Context: an optimization exercise on an open-source flow, tuned for small area, a short achievable clock period and few clock cycles per item. The choices shown serve that exercise and are no tape-out recipe.
Function was checked by simulation only, so behaviour that the tests miss may differ from the original.
Power is estimated from default activity; no workload was simulated.

File: flow/run.sh
#!/bin/bash
# synth_recipe.tcl (not shown) runs the flow's synth.tcl, then flattens the netlist and writes it again
# the make line also repeats each setting of config.mk as NAME=value (left out here)
make -C /OpenROAD-flow-scripts/flow DESIGN_CONFIG=/design/flow/config.mk WORK_HOME=/design/flow/orfs CLKGATE_MAP_FILE= SYNTH_SCRIPT=/design/flow/synth_recipe.tcl finish
File: flow/config.mk
export PLATFORM = sky130hd
export DESIGN_NAME = alu_top
export DESIGN_NICKNAME = alu_top
export VERILOG_FILES = /design/flow/design.v
export SDC_FILE = /design/flow/constraint.sdc
export NUM_CORES = 4
export LEC_CHECK = 0
export CAP_MARGIN = 20
export CORE_MARGIN = 2
export CORE_UTILIZATION = 40
export SLEW_MARGIN = 20
File: flow/constraint.sdc
create_clock -name core_clock -period 6.0 [get_ports {clock}]
set_input_delay 1.2000 -clock core_clock [delete_from_list [all_inputs] [get_ports {clock}]]
set_output_delay 1.2000 -clock core_clock [all_outputs]
set_load 0.01 [all_outputs]
File: flow/design.v
package alu_ops_pkg;
    localparam int DATA_W    = 32;
    localparam int HALF_W    = 16;
    localparam int BYTE_W    = 8;
    localparam int DIV_STEPS = 17;
    typedef enum logic [4:0] {
        NOP,
        OR,
        AND,
        EOR,
        ADD,
        SUB,
        CMP,
        ADDX,
        SUBX,
        MOVE,
        ASL,
        LSL,
        ROL,
        ROXL,
        ASR,
        LSR,
        ROR,
        ROXR,
        DIV
    } alu_op_e;
    typedef enum logic [1:0] {
        BYTE = 2'd0,
        WORD = 2'd1,
        LONG = 2'd2
    } alu_size_e;
    typedef struct packed {
        alu_op_e           op;
        alu_size_e         size;
        logic              div_signed;
        logic [DATA_W-1:0] operand1;
        logic [DATA_W-1:0] operand2;
    } alu_req_t;
    function automatic logic size_msb(input logic [DATA_W-1:0] data, input logic [1:0] size);
        case (size)
            BYTE:    size_msb = data[BYTE_W-1];
            WORD:    size_msb = data[HALF_W-1];
            default: size_msb = data[DATA_W-1];
        endcase
    endfunction
    function automatic logic size_zero(input logic [DATA_W-1:0] data, input logic [1:0] size);
        case (size)
            BYTE:    size_zero = data[BYTE_W-1:0] == '0;
            WORD:    size_zero = data[HALF_W-1:0] == '0;
            default: size_zero = data == '0;
        endcase
    endfunction
endpackage
package alu_flags_pkg;
    typedef struct packed {
        logic x;
        logic n;
        logic z;
        logic v;
        logic c;
    } alu_ccr_t;
    typedef struct packed {
        logic [15:0] remainder;
        logic [15:0] quotient;
    } alu_div_word_t;
    typedef union packed {
        logic [31:0] long_word;
        alu_div_word_t     div;
    } alu_result_u;
    typedef struct packed {
        alu_result_u result;
        alu_ccr_t    ccr;
    } alu_unit_out_t;
    typedef struct packed {
        logic        done;
        logic        trap;
        logic        overflow;
        logic        zero_div;
        alu_result_u result;
    } alu_div_status_t;
endpackage
`timescale 1ns/1ps
import alu_ops_pkg::*;
import alu_flags_pkg::*;
module alu_arith
(
    input  alu_ops_pkg::alu_req_t      req,
    input  alu_flags_pkg::alu_ccr_t      ccr,
    output alu_flags_pkg::alu_unit_out_t out
);
    logic              extended;
    logic              x_in;
    logic [DATA_W-1:0] sum;
    logic [DATA_W-1:0] diff;
    logic [DATA_W-1:0] res;
    logic              sm;
    logic              dm;
    logic              rm;
    logic              res_zero;
    logic              zero_flag;
    assign extended = (req.op == ADDX) || (req.op == SUBX);
    assign x_in     = extended ? ccr.x : 1'b0;
    assign sum      = req.operand1 + req.operand2 + DATA_W'(x_in);
    assign diff     = req.operand1 - req.operand2 - DATA_W'(x_in);
    always_comb begin
        case (req.op)
            OR:             res = req.operand1 | req.operand2;
            AND:            res = req.operand1 & req.operand2;
            EOR:            res = req.operand1 ^ req.operand2;
            ADD, ADDX:      res = sum;
            SUB, SUBX, CMP: res = diff;
            default:        res = req.operand1;
        endcase
    end
    assign sm       = alu_ops_pkg::size_msb(req.operand2, req.size);
    assign dm       = alu_ops_pkg::size_msb(req.operand1, req.size);
    assign rm       = alu_ops_pkg::size_msb(res, req.size);
    assign res_zero = alu_ops_pkg::size_zero(res, req.size);
    assign zero_flag = extended ? (ccr.z & res_zero) : res_zero;
    always_comb begin
        out.result.long_word = res;
        out.ccr              = ccr;
        case (req.op)
            OR, AND, EOR, MOVE: begin
                out.ccr.n = rm;
                out.ccr.z = res_zero;
                out.ccr.v = 1'b0;
                out.ccr.c = 1'b0;
            end
            ADD, ADDX: begin
                out.ccr.n = rm;
                out.ccr.z = zero_flag;
                out.ccr.v = (sm & dm & ~rm) | (~sm & ~dm & rm);
                out.ccr.c = (sm & dm) | (~rm & dm) | (sm & ~rm);
                out.ccr.x = out.ccr.c;
            end
            SUB, SUBX, CMP: begin
                out.ccr.n = rm;
                out.ccr.z = zero_flag;
                out.ccr.v = (~sm & dm & ~rm) | (sm & ~dm & rm);
                out.ccr.c = (sm & ~dm) | (rm & ~dm) | (sm & rm);
                if (req.op != CMP) begin
                    out.ccr.x = out.ccr.c;
                end
            end
            default: ;
        endcase
    end
endmodule
`timescale 1ns/1ps
import alu_ops_pkg::*;
import alu_flags_pkg::*;
module alu_shift
(
    input  alu_ops_pkg::alu_req_t      req,
    input  alu_flags_pkg::alu_ccr_t      ccr,
    output alu_flags_pkg::alu_unit_out_t out
);
    logic              shift_left;
    logic              shift_right;
    logic              dm;
    logic              lbit;
    logic              rbit;
    logic [DATA_W-1:0] res;
    logic              rm;
    assign shift_left  = (req.op == ASL) || (req.op == LSL) || (req.op == ROL) || (req.op == ROXL);
    assign shift_right = (req.op == ASR) || (req.op == LSR) || (req.op == ROR) || (req.op == ROXR);
    assign dm          = alu_ops_pkg::size_msb(req.operand1, req.size);
    assign lbit = ((req.op == ROL) & dm) | ((req.op == ROXL) & ccr.x);
    assign rbit = ((req.op == ASR) & dm) | ((req.op == ROR) & req.operand1[0])
                | ((req.op == ROXR) & ccr.x);
    always_comb begin
        if (shift_left) begin
            res = {req.operand1[DATA_W-2:0], lbit};
        end else begin
            res = {1'b0, req.operand1[DATA_W-1:1]};
            case (req.size)
                BYTE:    res[BYTE_W-1] = rbit;
                WORD:    res[HALF_W-1] = rbit;
                default: res[DATA_W-1] = rbit;
            endcase
        end
    end
    assign rm = alu_ops_pkg::size_msb(res, req.size);
    always_comb begin
        out.result.long_word = res;
        out.ccr              = ccr;
        if (shift_left) begin
            out.ccr.c = dm;
            out.ccr.v = (req.op == ASL) ? (rm ^ dm) : 1'b0;
            if (req.op != ROL) begin
                out.ccr.x = dm;
            end
        end else if (shift_right) begin
            out.ccr.c = req.operand1[0];
            out.ccr.v = 1'b0;
            if (req.op != ROR) begin
                out.ccr.x = req.operand1[0];
            end
        end
        if (shift_left || shift_right) begin
            out.ccr.n = rm;
            out.ccr.z = alu_ops_pkg::size_zero(res, req.size);
        end
    end
endmodule
`timescale 1ns/1ps
import alu_ops_pkg::*;
import alu_flags_pkg::*;
module alu_divider
(
    input  logic            clock,
    input  logic            reset_n,
    input  alu_ops_pkg::alu_req_t        req,
    output alu_flags_pkg::alu_div_status_t status,
    output logic            div_ready
);
    localparam int              CNT_W     = $clog2(DIV_STEPS + 2);
    localparam logic [CNT_W-1:0] CNT_START = CNT_W'(DIV_STEPS + 1);
    localparam logic [HALF_W-1:0] NEG_LIMIT = HALF_W'(1) << (HALF_W - 1);
    logic [CNT_W-1:0]  count;
    logic [DATA_W-1:0] rem_q;
    logic [DATA_W-1:0] dvs_q;
    logic [HALF_W:0]   quo_q;
    logic              signed_q;
    logic              quo_neg_q;
    logic              rem_neg_q;
    logic              div_req;
    logic              idle;
    logic              waiting;
    logic              zero_divisor;
    logic              start;
    logic              collect;
    logic [DATA_W:0]   diff;
    logic [HALF_W-1:0] divisor;
    logic              overflow;
    assign div_req      = req.op == DIV;
    assign idle         = count == '0;
    assign waiting      = count == CNT_W'(1);
    assign div_ready    = idle || waiting;
    assign divisor      = req.operand2[HALF_W-1:0];
    assign zero_divisor = divisor == '0;
    assign start        = div_req && idle && !zero_divisor;
    assign collect      = div_req && waiting;
    assign diff         = {1'b0, rem_q} - {1'b0, dvs_q};
    always_ff @(posedge clock or negedge reset_n) begin
        if (!reset_n) begin
            count <= '0;
        end else if (start) begin
            count <= CNT_START;
        end else if (count > CNT_W'(1)) begin
            count <= count - CNT_W'(1);
        end else if (collect) begin
            count <= '0;
        end
    end
    always_ff @(posedge clock) begin
        if (start) begin
            signed_q  <= req.div_signed;
            quo_neg_q <= req.div_signed & (req.operand1[DATA_W-1] ^ divisor[HALF_W-1]);
            rem_neg_q <= req.div_signed & req.operand1[DATA_W-1];
            rem_q     <= (req.div_signed && req.operand1[DATA_W-1]) ? -req.operand1
                                                                    : req.operand1;
            dvs_q     <= (req.div_signed && divisor[HALF_W-1]) ? {-divisor, HALF_W'(0)}
                                                               : {divisor, HALF_W'(0)};
            quo_q     <= '0;
        end else if (count > CNT_W'(1)) begin
            if (!diff[DATA_W]) begin
                rem_q <= diff[DATA_W-1:0];
                quo_q <= {quo_q[HALF_W-1:0], 1'b1};
            end else begin
                quo_q <= {quo_q[HALF_W-1:0], 1'b0};
            end
            dvs_q <= dvs_q >> 1;
        end
    end
    assign overflow = quo_q[HALF_W]
                    | (signed_q & (quo_neg_q ? (quo_q[HALF_W-1:0] > NEG_LIMIT)
                                             : quo_q[HALF_W-1]));
    always_comb begin
        status                      = '0;
        status.zero_div             = div_req && idle && zero_divisor;
        status.overflow             = collect && overflow;
        status.done                 = collect || status.zero_div;
        status.trap                 = status.zero_div || status.overflow;
        status.result.div.quotient  = quo_neg_q ? -quo_q[HALF_W-1:0] : quo_q[HALF_W-1:0];
        status.result.div.remainder = rem_neg_q ? -rem_q[HALF_W-1:0] : rem_q[HALF_W-1:0];
    end
endmodule
`timescale 1ns/1ps
import alu_ops_pkg::*;
import alu_flags_pkg::*;
module alu_result_reg
(
    input  logic              clock,
    input  logic              reset_n,
    input  alu_ops_pkg::alu_req_t          req,
    input  alu_flags_pkg::alu_unit_out_t     arith_out,
    input  alu_flags_pkg::alu_unit_out_t     shift_out,
    input  alu_flags_pkg::alu_div_status_t   div_status,
    output logic [alu_ops_pkg::DATA_W-1:0] result,
    output alu_flags_pkg::alu_ccr_t          ccr,
    output logic              div_trap
);
    alu_flags_pkg::alu_ccr_t          div_ccr;
    logic [HALF_W-1:0] quotient;
    assign quotient = div_status.result.long_word[HALF_W-1:0];
    always_comb begin
        div_ccr = ccr;
        if (div_status.zero_div) begin
            div_ccr.n = 1'b0;
            div_ccr.z = 1'b0;
            div_ccr.v = 1'b0;
            div_ccr.c = 1'b0;
        end else if (div_status.overflow) begin
            div_ccr.n = 1'b1;
            div_ccr.z = 1'b0;
            div_ccr.v = 1'b1;
            div_ccr.c = 1'b0;
        end else begin
            div_ccr.n = quotient[HALF_W-1];
            div_ccr.z = quotient == '0;
            div_ccr.v = 1'b0;
            div_ccr.c = 1'b0;
        end
    end
    always_ff @(posedge clock or negedge reset_n) begin
        if (!reset_n) begin
            result   <= '0;
            ccr      <= '0;
            div_trap <= 1'b0;
        end else begin
            case (req.op)
                OR, AND, EOR, ADD, SUB, ADDX, SUBX, MOVE: begin
                    result <= arith_out.result.long_word;
                    ccr    <= arith_out.ccr;
                end
                CMP: ccr <= arith_out.ccr;
                ASL, LSL, ROL, ROXL, ASR, LSR, ROR, ROXR: begin
                    result <= shift_out.result.long_word;
                    ccr    <= shift_out.ccr;
                end
                DIV: begin
                    if (div_status.done) begin
                        div_trap <= div_status.trap;
                        ccr      <= div_ccr;
                        if (!div_status.trap) begin
                            result <= div_status.result.long_word;
                        end
                    end
                end
                default: ;
            endcase
        end
    end
endmodule
`timescale 1ns/1ps
import alu_ops_pkg::*;
import alu_flags_pkg::*;
module alu_top
(
    input  logic              clock,
    input  logic              reset_n,
    input  logic [4:0]        op,
    input  logic [1:0]        size,
    input  logic              div_signed,
    input  logic [alu_ops_pkg::DATA_W-1:0] operand1,
    input  logic [alu_ops_pkg::DATA_W-1:0] operand2,
    output logic [alu_ops_pkg::DATA_W-1:0] result,
    output logic [4:0]        ccr,
    output logic              div_trap,
    output logic              div_ready
);
    alu_ops_pkg::alu_req_t        req;
    alu_flags_pkg::alu_ccr_t        ccr_q;
    alu_flags_pkg::alu_unit_out_t   arith_out;
    alu_flags_pkg::alu_unit_out_t   shift_out;
    alu_flags_pkg::alu_div_status_t div_status;
    assign req = {op, size, div_signed, operand1, operand2};
    assign ccr = ccr_q;
    alu_arith u_arith (
        .req (req),
        .ccr (ccr_q),
        .out (arith_out)
    );
    alu_shift u_shift (
        .req (req),
        .ccr (ccr_q),
        .out (shift_out)
    );
    alu_divider u_div (
        .clock     (clock),
        .reset_n   (reset_n),
        .req       (req),
        .status    (div_status),
        .div_ready (div_ready)
    );
    alu_result_reg u_result (
        .clock      (clock),
        .reset_n    (reset_n),
        .req        (req),
        .arith_out  (arith_out),
        .shift_out  (shift_out),
        .div_status (div_status),
        .result     (result),
        .ccr        (ccr_q),
        .div_trap   (div_trap)
    );
endmodule
==> summary.txt <==
status=complete, no violations; number of max-cap violations=0; DRT iter0 DRCs=~1600; hold buffers post-CTS=0; dpl ws=-0.3265 ns; CTS root buf=clkbuf_16; crit share post-route=94.58%; Post-Syn Area=around 16000 um^2; worst setup margin=around 0.32 ns; synth unique cells=88; CP required=around 6.4 ns; crit path from=op[1]; Slew HR=about a third; peak supply drop=roughly 0.00032 V; first-pass GRT wire length=a little under 100000 um; Die Y=about 200 um; Resize count post-CTS=0; minimum clock period=5.675 ns; HPWL Detailed=about 53000 um; initial antenna violation count=0; CP Buf/Inv Count=2; Yosys warning total=4; final wirelength=between 60000 and 70000 um; Power Dens Cells=~370 nW/um^2; IO Count=113; Hold WS=0.4777 ns; die area=roughly 41000 um^2; detailed-route vias per instance=roughly 6; antenna-violating nets left=0; RSZ-0062 raised after global routing=false; nets=roughly 2500; maximum clock rate=176.2 MHz; Reg clk slew, reported paths=roughly 0.070 ns; sequential cell area fraction in the yosys report=21.94%; CP max-delay cell=or4_1; total number of vias=roughly 16000; DP Cell Count=between 2000 and 3000; postcts setup bufs=0; drt pass-1 iters=8; Worst R2R Setup Slack=just under 0.9 ns; Worst setup EP type=flip-flop; fraction of layout cells with a size suffix above 1=11.02%; CTS tree=done; Synth Instances=roughly 2000; Num CTS Buffers=17; clk_skew=0.01807 ns; syn nets=2271; reg2reg start=u_div.rem_q[0]; Synth Register Bits=127; DRC viols=0; critical path depth=19; reg2reg end=u_div.rem_q[25]; Final GP Congestion=roughly 1.1; min-delay worst type=flip-flop to flip-flop; Die X=~200 um; Layout area overhead=20.57%; row count=a little over 70; asr flop ratio synth=between 30% and 40%; GRT overflow=0; number of global-route vias before repair=between 15000 and 20000; FF-to-FF path depth=15; syn avg cell area=between 7 and 8 um^2; Final Hold Vio Count=0; Sink Count=approximately 130; all-layer global routing usage=~32%; Static Leak=approximately 8.0 nW; Initial Utilization=between 40% and 50%; crit-path max cell delay=between 0.5 and 0.6 ns; largest net degree at the start of global routing=90; Max Slew Vio Count=0; I/O Buffers=roughly 110; worst-margin pin slew=about 1 ns; Final setup violation count=0; CP cell instances=clkdlybuf4s50_1, nor3_4, nand2_1, o21ai_2, nand3b_1, fa_1, fa_1, o21ai_2, a221oi_1, or3_1, a31oi_1, o31ai_1, a211oi_1, nand3_1, nor4_4, buf_4, o211ai_1, or4_1, o41ai_2; routed length per instance=around 24 um; Top delay family on crit path=simple AND/OR/NAND/NOR gates; crit path DAT=just over 6 ns; Primary FF master, synth=edfxtp_1; crit-path max FO=3; non-filler cells, final=approximately 2700; Post-synth EDFFs=67; cell area after layout=around 19000 um^2; CTS H-tree lvls=4; clk latency of the worst-skew pair=roughly 0.46 ns; CTS Buffer Depth=2; Crit Path Category=input port to flip-flop; Core Area=roughly 39000 um^2; crit path capture=u_result.ccr[2]; DP Area=between 15000 and 20000 um^2; final core occ=48.75%; crit path launch type=input port
==> cells by family after synthesis <==
group / synth area share, %
buffers and inverters: 6.733
adder cells (fa/ha/maj): 13.76
flip-flops: 21.94
multiplexers: 3.923
AO/OA/AOI/OAI: 26.80
AND/OR/NAND/NOR: 19.29
XOR/XNOR: 7.566
==> how the worst min path moves through the flow <==
| stage | slack (ns) | to | from | cells past startpoint |
|---|---|---|---|---|
| after global routing | 0.50 | u_div.quo_q[16] | u_div.quo_q[16] | 2 |
| after global placement | 0.46 | u_div.quo_q[16] | u_div.quo_q[16] | 2 |
| after CTS | 0.48 | u_div.quo_q[16] | u_div.quo_q[16] | 2 |
| after floorplan | 0.43 | u_div.quo_q[16] | u_div.quo_q[16] | 2 |
| after detailed placement | 0.47 | u_div.quo_q[16] | u_div.quo_q[16] | 2 |
| final | 0.48 | u_div.quo_q[16] | u_div.quo_q[16] | 2 |
==> worst register-to-register path, cell delays in order (launching register included) <==
cell and delay [ns]:
edfxtp_1 0.39, inv_1 0.09, ha_1 0.23, fa_1 0.41, nor2b_1 0.13, o21ai_0 0.10, a21boi_0 0.48, o311ai_0 0.28
a21oi_1 0.30, o21ai_0 0.26, o31a_1 0.42, o21bai_1 0.18, a31oi_1 0.20, o21ai_0 0.65, a21o_1 0.22, buf_4 0.40
==> power by group <==
group          internal (mW)  total, mW  leakage [nW]  switching, mW
logic                   1.67       4.10          6.42           2.42
clock network          0.608       1.06         0.291          0.451
registers               1.55       1.85          1.32          0.296
total                   3.84       7.01          8.03           3.17
==> metal layers <==
| metal | track usage [%] | wire length (um) |
|---|---|---|
| met1 | 42.61 | 27960 |
| met2 | 51.50 | 29830 |
| met3 | 5.005 | 5284 |
| met4 | 16.68 | 3382 |
| met5 | 0 | 0 |
==> layout by cell type, fill, tap and decap left out, types with 18 or more instances in the layout <==
cell / instances
nor2b_1: 18
o31ai_1: 21
clkbuf_16: 18
nand2_1: 200
ha_1: 163
dfrtp_1: 43
a22oi_1: 18
a21o_1: 35
a21oi_1: 186
o21a_1: 33
a31oi_1: 31
xnor2_1: 83
nand3_1: 41
o211ai_1: 18
and3_1: 19
o21ai_0: 127
xor2_1: 52
nor3_1: 35
clkdlybuf4s50_1: 110
edfxtp_1: 67
nor2_1: 165
nand2b_1: 30
o22ai_1: 28
mux2i_1: 52
inv_1: 162
buf_4: 158
==> sequential cells by signal (all words and copies together), names as in the netlist <==
register           flops
u_div.rem_neg_q        1
u_div.dvs_q           32
u_div.quo_q           17
u_result.div_trap      1
u_result.ccr           5
u_result.result       32
u_div.rem_q           32
u_div.count            5
u_div.signed_q         1
u_div.quo_neg_q        1
==> synthesized netlist by cell type (all sizes together), types with 26 or more instances <==
library cell / count / area [um^2]
o21a: 33 / 247.7
mux2i: 53 / 534.3
clkbuf: 84 / 315.3
xnor2: 83 / 727.0
a21o: 35 / 262.8
o21ai: 138 / 694.4
a31oi: 34 / 219.0
nand3: 42 / 222.7
nand2b: 30 / 187.7
a21oi: 187 / 939.7
inv: 163 / 611.8
edfxtp: 67 / 2012
ha: 163 / 2039
nor2: 168 / 633.1
o22ai: 28 / 175.2
buf: 26 / 125.1
nand2: 200 / 750.7
nor3: 38 / 206.5
dfrtp: 43 / 1076
xor2: 52 / 455.4
==> metrics by stage <==
step,total power [mW],TNS (ns)
after floorplan,4.567,0
after global placement,5.778,-0.2487
after detailed placement,5.865,-0.3370
after CTS,6.965,0
after global routing,7.534,0
final,7.005,0
==> final cells by class <==
| cell class | count | area, um^2 |
|---|---|---|
| diodes | 1 | 2.502 |
| clock buffers | 18 | 450.4 |
| clock inverters | 14 | 142.6 |
| fillers | 3886 | 19810 |
| inverters | 163 | 613.1 |
| multi-input cells | 1629 | 11220 |
| flip-flops and latches | 127 | 3428 |
| well taps | 518 | 648.1 |
| repair buffers | 272 | 2337 |
Testbench counts, summed over its fixed seeds: cycles 27,162, ops 19,200.

-- separate check: timing with driven ports --
Ports are ideal in the flow. The routed layout listed here was re-timed in OpenROAD. Step 1 assumes that a clkbuf_16 drives the clock port and a buf_2 every other input. Step 2 times the ports against the registers' clock, not the clock port: input delays grow and output delays shrink by t, the midpoint of the rising clock arrivals with the driver on. Three values: ideal, step 1, step 2; two values: the first two.
shift t [ns]: 0.499
setup slack, ns: 0.325 / 0.348 / -0.151
worst hold slack (ns): 0.478 / 0.478 / 0.478
With both steps, setup timing fails in this run, where it was met with ideal ports. The setup slack of this run moves by +0.023 ns with the drivers and by -0.476 ns with both steps.
